From an optimization exercise on the open Yosys and OpenROAD flow, aimed at small area; shortcuts taken in it are not production practice.
The RTL was checked by simulation tests, not by an equivalence proof against the original design.
Power and IR drop assume default switching activity.

## alpha
// vram_scanout
module vram_scanout #(
  parameter int          H_ACTIVE = 640,
  parameter int          H_FP     = 16,
  parameter int          H_SYNC   = 96,
  parameter int          H_BP     = 48,
  parameter int          V_ACTIVE = 480,
  parameter int          V_FP     = 10,
  parameter int          V_SYNC   = 2,
  parameter int          V_BP     = 33,
  parameter int          PIX_DIV  = 4,
  parameter logic [7:0]  FG_COLOR = 8'hFF,
  parameter logic [7:0]  BG_COLOR = 8'h00
) (
  input  logic                clk_i,
  input  logic                rst_ni,
  input  logic [H_ACTIVE-1:0] vram_rd_data_i,
  output logic [8:0]          vram_addr_o,
  output logic                vram_turn_o,
  output logic                pix_en_o,
  output logic                hsync_o,
  output logic                vsync_o,
  output logic [7:0]          rgb_o,
  output logic                frame_start_o
);
==> flow/config.mk <==
export PLATFORM = sky130hd
export DESIGN_NAME = vram_scanout
export DESIGN_NICKNAME = vram_scanout
export VERILOG_FILES = /design/flow/design.v
export SDC_FILE = /design/flow/constraint.sdc
export NUM_CORES = 4
export LEC_CHECK = 0
export CAP_MARGIN = 0
export CORE_MARGIN = 2
export CORE_UTILIZATION = 50
export SLEW_MARGIN = 0
==> flow/constraint.sdc <==
create_clock -name core_clock -period 10.0 [get_ports {clk_i}]
set_input_delay 2.0000 -clock core_clock [delete_from_list [all_inputs] [get_ports {clk_i}]]
set_output_delay 2.0000 -clock core_clock [all_outputs]
set_load 0.01 [all_outputs]
standard.sh (not shown) runs the stock make flow with config.mk's settings and CLKGATE_MAP_FILE= SYNTH_SCRIPT=/design/flow/synth_recipe.tcl, a recipe that flattens the netlist after the stock synthesis.
==> flow/flow/run.sh <==
#!/bin/bash
# The standard ORFS layout (standard.sh), with two changes:
#  - each port gets the smallest buffer (buf_1) instead of the default one;
#  - CTS builds the tree from clkbuf_4 only, clusters up to 11 flip-flops per
#    leaf buffer and inserts no dummy loads.
set -euo pipefail
export BUFFER_PORTS_ARGS="-buffer_cell sky130_fd_sc_hd__buf_1"
export CTS_ARGS="-sink_clustering_enable -repair_clock_nets -dont_use_dummy_load -sink_clustering_size 11 -sink_clustering_max_diameter 40 -buf_list sky130_fd_sc_hd__clkbuf_4 -root_buf sky130_fd_sc_hd__clkbuf_4"
bash standard.sh > make_flow.log 2>&1
alpha reached the final stage; the timing, design-rule and antenna checks on its layout passed.
What beta does differently from alpha at the input level:
==> flow/flow/run.sh <==
#!/bin/bash
# The standard ORFS layout (standard.sh), with two changes:
#  - each port gets the smallest buffer (buf_1) instead of the default one;
#  - CTS builds the tree from clkbuf_4 only, clusters up to 11 flip-flops per
#    leaf buffer and inserts no dummy loads.
set -euo pipefail
export BUFFER_PORTS_ARGS="-buffer_cell sky130_fd_sc_hd__buf_1"
export CTS_ARGS="-sink_clustering_enable -repair_clock_nets -dont_use_dummy_load -sink_clustering_size 11 -sink_clustering_max_diameter 50 -buf_list sky130_fd_sc_hd__clkbuf_4 -root_buf sky130_fd_sc_hd__clkbuf_4"
bash standard.sh > make_flow.log 2>&1
[summary]
- beta reports a lower setup slack after layout than alpha does.
- Cell count across alpha and beta: no real change.
- beta ends up with higher part of the power in registers than alpha does.
- In summary, beta completed successfully, with a layout that passed the timing, design-rule and antenna checks.

---

Starting RTL as in the previous note.
export LEC_CHECK = 0
export CAP_MARGIN = 0
export CORE_MARGIN = 2
export CORE_UTILIZATION = 50
export PLACE_DENSITY = 0.85
export SLEW_MARGIN = 0
create_clock -name core_clock -period 10.0 [get_ports {clk_i}]
==> flow/flow/run.sh <==
#!/bin/bash
# The standard ORFS layout (standard.sh), with two changes:
#  - each port gets the smallest buffer (buf_1) instead of the default one;
#  - CTS builds the tree from clkbuf_4 only, clusters up to 11 flip-flops per
#    leaf buffer and inserts no dummy loads.
set -euo pipefail
export BUFFER_PORTS_ARGS="-buffer_cell sky130_fd_sc_hd__buf_1"
export CTS_ARGS="-sink_clustering_enable -repair_clock_nets -dont_use_dummy_load -sink_clustering_size 11 -sink_clustering_max_diameter 50 -buf_list sky130_fd_sc_hd__clkbuf_4 -root_buf sky130_fd_sc_hd__clkbuf_4"
bash standard.sh > make_flow.log 2>&1
==> next run, changes <==
--- a/flow/flow/run.sh
+++ b/flow/flow/run.sh
@@ -7,2 +7,3 @@
 export BUFFER_PORTS_ARGS="-buffer_cell sky130_fd_sc_hd__buf_1"
+export RECOVER_POWER=100
 export CTS_ARGS="-sink_clustering_enable -repair_clock_nets -dont_use_dummy_load -sink_clustering_size 11 -sink_clustering_max_diameter 50 -buf_list sky130_fd_sc_hd__clkbuf_4 -root_buf sky130_fd_sc_hd__clkbuf_4"
Settings changed: PLACE_DENSITY 0.85 to unset.
The changed run reached the layout checks and failed them: capacitance limit, slew limit.
Clock-buffer cell count drops by 1.
Clock power barely changes.
Non-clock buffer count climbs by 2.
Sequential cell count is unchanged.
Via count goes down by 1.8%.
Final area barely changes.
Combinational power hardly moves.
Fmax shrinks by 26%.

---

== run 1 ==
Another version of the RTL of vram_scanout (not shown whole).
Size in the first run: roughly 1600 cells after synthesis, ~670 flip-flops, ~19000 um^2 of cells after synthesis.
export LEC_CHECK = 0
export CAP_MARGIN = 0
export CORE_MARGIN = 2
export CORE_UTILIZATION = 50
export SLEW_MARGIN = 0
create_clock -name core_clock -period 10.0 [get_ports {clk_i}]
==> flow/flow/run.sh <==
#!/bin/bash
# The standard ORFS layout (standard.sh), with two changes:
#  - each port gets the smallest buffer (buf_1) instead of the default one;
#  - CTS clusters up to 18 flip-flops per clkbuf_8 and inserts no dummy loads.
set -euo pipefail
export BUFFER_PORTS_ARGS="-buffer_cell sky130_fd_sc_hd__buf_1"
export CTS_ARGS="-sink_clustering_enable -repair_clock_nets -dont_use_dummy_load -sink_clustering_size 10 -sink_clustering_max_diameter 50 -buf_list sky130_fd_sc_hd__clkbuf_4 -root_buf sky130_fd_sc_hd__clkbuf_8"
bash standard.sh > make_flow.log 2>&1
Per the final summary, run 1 finished and its layout is clean on timing, DRC and antenna.
Modified inputs, run 2 compared to run 1
==> flow/flow/run.sh <==
#!/bin/bash
# The standard ORFS layout (standard.sh), with two changes:
#  - each port gets the smallest buffer (buf_1) instead of the default one;
#  - CTS clusters up to 18 flip-flops per clkbuf_8 and inserts no dummy loads.
set -euo pipefail
export BUFFER_PORTS_ARGS="-buffer_cell sky130_fd_sc_hd__buf_1"
export CTS_ARGS="-sink_clustering_enable -repair_clock_nets -dont_use_dummy_load -sink_clustering_size 11 -sink_clustering_max_diameter 50 -buf_list sky130_fd_sc_hd__clkbuf_4 -root_buf sky130_fd_sc_hd__clkbuf_4"
bash standard.sh > make_flow.log 2>&1
Compared run 2 against run 1; global-route total usage across every layer within noise. Clock network power went down by a little under 10% going from run 1 to run 2. Compared to run 1, run 2 leaves more free space in the core. Summary of run 2 over run 1: largest voltage drop on the vdd net dropped 13%; final net count about even. Lower proportion of power drawn by the clock network was reported by run 2, not run 1.
diff inputs: run 2 => run 3
# run 2
export LEC_CHECK = 0
export CAP_MARGIN = 0
export CORE_MARGIN = 2
export CORE_UTILIZATION = 50
export SLEW_MARGIN = 0
create_clock -name core_clock -period 10.0 [get_ports {clk_i}]
# run 3
export LEC_CHECK = 0
export CAP_MARGIN = 20
export CORE_MARGIN = 2
export CORE_UTILIZATION = 70
export SLEW_MARGIN = 20
create_clock -name core_clock -period 10.0 [get_ports {clk_i}]
==> flow/flow/run.sh <==
#!/bin/bash
# The standard ORFS layout (standard.sh), with two changes:
#  - each port gets the smallest buffer (buf_1) instead of the default one;
#  - CTS clusters up to 18 flip-flops per clkbuf_8 and inserts no dummy loads.
set -euo pipefail
export BUFFER_PORTS_ARGS="-buffer_cell sky130_fd_sc_hd__buf_1"
export CTS_ARGS="-sink_clustering_enable -repair_clock_nets -dont_use_dummy_load -sink_clustering_size 10 -sink_clustering_max_diameter 50 -buf_list sky130_fd_sc_hd__clkbuf_4 -root_buf sky130_fd_sc_hd__clkbuf_8"
bash standard.sh > make_flow.log 2>&1
Findings:
Run 3 did not finish; a tool error ended it in 3_2_place_iop. Run 2 went all the way through the flow, and no timing, DRC or antenna check failed. Changes observed in run 3 relative to run 2: synthesized cell count shows no meaningful change; die height lower; horizontal die dimension moved down; sequential fraction of the synthesis area closely matched the old numbers. On area share of fa/ha/maj cells after synthesis, run 2 tracks run 3 almost exactly. Going from run 2 to run 3, initial core utilization grows by 20 points.
Relative to run 3, the following input files were edited for run 4:
# run 3
export LEC_CHECK = 0
export CAP_MARGIN = 20
export CORE_MARGIN = 2
export CORE_UTILIZATION = 70
export SLEW_MARGIN = 20
create_clock -name core_clock -period 10.0 [get_ports {clk_i}]
# run 4
export LEC_CHECK = 0
export CAP_MARGIN = 0
export CORE_MARGIN = 2
export CORE_UTILIZATION = 50
export SLEW_MARGIN = 0
create_clock -name core_clock -period 10.0 [get_ports {clk_i}]
==> flow/flow/run.sh <==
#!/bin/bash
# The standard ORFS layout (standard.sh), with two changes:
#  - each port gets the smallest buffer (buf_1) instead of the default one;
#  - CTS builds the tree from clkbuf_4 only, clusters up to 11 flip-flops per
#    leaf buffer and inserts no dummy loads.
set -euo pipefail
export BUFFER_PORTS_ARGS="-buffer_cell sky130_fd_sc_hd__buf_1"
export CTS_ARGS="-sink_clustering_enable -repair_clock_nets -dont_use_dummy_load -sink_clustering_size 11 -sink_clustering_max_diameter 50 -buf_list sky130_fd_sc_hd__clkbuf_4 -root_buf sky130_fd_sc_hd__clkbuf_4"
bash standard.sh > make_flow.log 2>&1
- Among run 3 and run 4, a clean, completed layout was produced by run 4 alone.
- [compare] base=run 3 new=run 4: synthesized cell count about even, number of rows in the core area rose 18%, number of nets in the synthesized netlist about even, synthesized flop and latch total about even.
- Comparing run 4 against run 3, there is no change at all in simple-gate area share of the yosys netlist.
- Taking run 3 as the reference, in run 4 die width grew by 18%; vertical die dimension higher; initial cell density of the core lower.
--- input diff run 4..run 5 ---
# run 4
export LEC_CHECK = 0
export CAP_MARGIN = 0
export CORE_MARGIN = 2
export CORE_UTILIZATION = 50
export SLEW_MARGIN = 0
create_clock -name core_clock -period 10.0 [get_ports {clk_i}]
# run 5
export LEC_CHECK = 0
export CAP_MARGIN = 20
export CORE_MARGIN = 2
export CORE_UTILIZATION = 50
export SLEW_MARGIN = 20
create_clock -name core_clock -period 10.0 [get_ports {clk_i}]
==> flow/flow/run.sh <==
#!/bin/bash
# The standard ORFS layout (standard.sh), with two changes:
#  - each port gets the smallest buffer (buf_1) instead of the default one;
#  - CTS clusters up to 18 flip-flops per clkbuf_8 and inserts no dummy loads.
set -euo pipefail
export BUFFER_PORTS_ARGS="-buffer_cell sky130_fd_sc_hd__buf_1"
export CTS_ARGS="-sink_clustering_enable -repair_clock_nets -dont_use_dummy_load -sink_clustering_size 10 -sink_clustering_max_diameter 50 -buf_list sky130_fd_sc_hd__clkbuf_4 -root_buf sky130_fd_sc_hd__clkbuf_8"
bash standard.sh > make_flow.log 2>&1
### Flow results
- Taking run 4 as the reference, in run 5 adder and majority gate portion of the synthesized area held steady; global-route usage held steady; total via count after detailed routing moved up; synthesis-to-finish area growth went up.
- Cell area for run 5: 0.51% up relative to run 4
- Lower post-layout minimum cycle time among run 4 and run 5: run 5
- Compared run 4 against run 5; die outline width within noise.
- In the flow results for run 4 and run 5, the wire length is smaller on run 4.
- Comparing run 4 with run 5, the post-layout net count came out essentially unchanged.
- Lower power per standard cell area was reported by run 4, not run 5.
- Setup slack: run 5 higher than run 4

port drivers added, routing unchanged:
In the flow no input, the clock included, has a driving cell. The finished layouts below were timed again as built, in two steps. Step 1, drivers: a clkbuf_16 drives clk_i and a buf_2 each remaining input, both assumed. Step 2 also shifts input and output timing later by t, the mid clock arrival at the registers, as if the neighbouring blocks saw the same clock. a / b / c = ideal ports / drivers / drivers and shift; a / b = the first two.
run | t, ns | slack for setup (ns) | pins driven straight from the clock port
alpha | 0.793 | 5.388 / 5.336 / 6.129 | 1
beta | 0.793 | 5.295 / 5.243 / 6.036 | 1
the first run of note 2 | 0.790 | 5.393 / 5.343 / 6.133 | 1
the second run of note 2 | 0.793 | 3.804 / 3.804 / 3.804 | 1
run 1 | 0.661 | 5.430 / 5.378 / 6.039 | 1
run 2 | 0.796 | 5.274 / 5.221 / 6.017 | 1
run 4 | 0.796 | 5.274 / 5.221 / 6.017 | 1
run 5 | 0.662 | 5.422 / 5.370 / 6.032 | 1
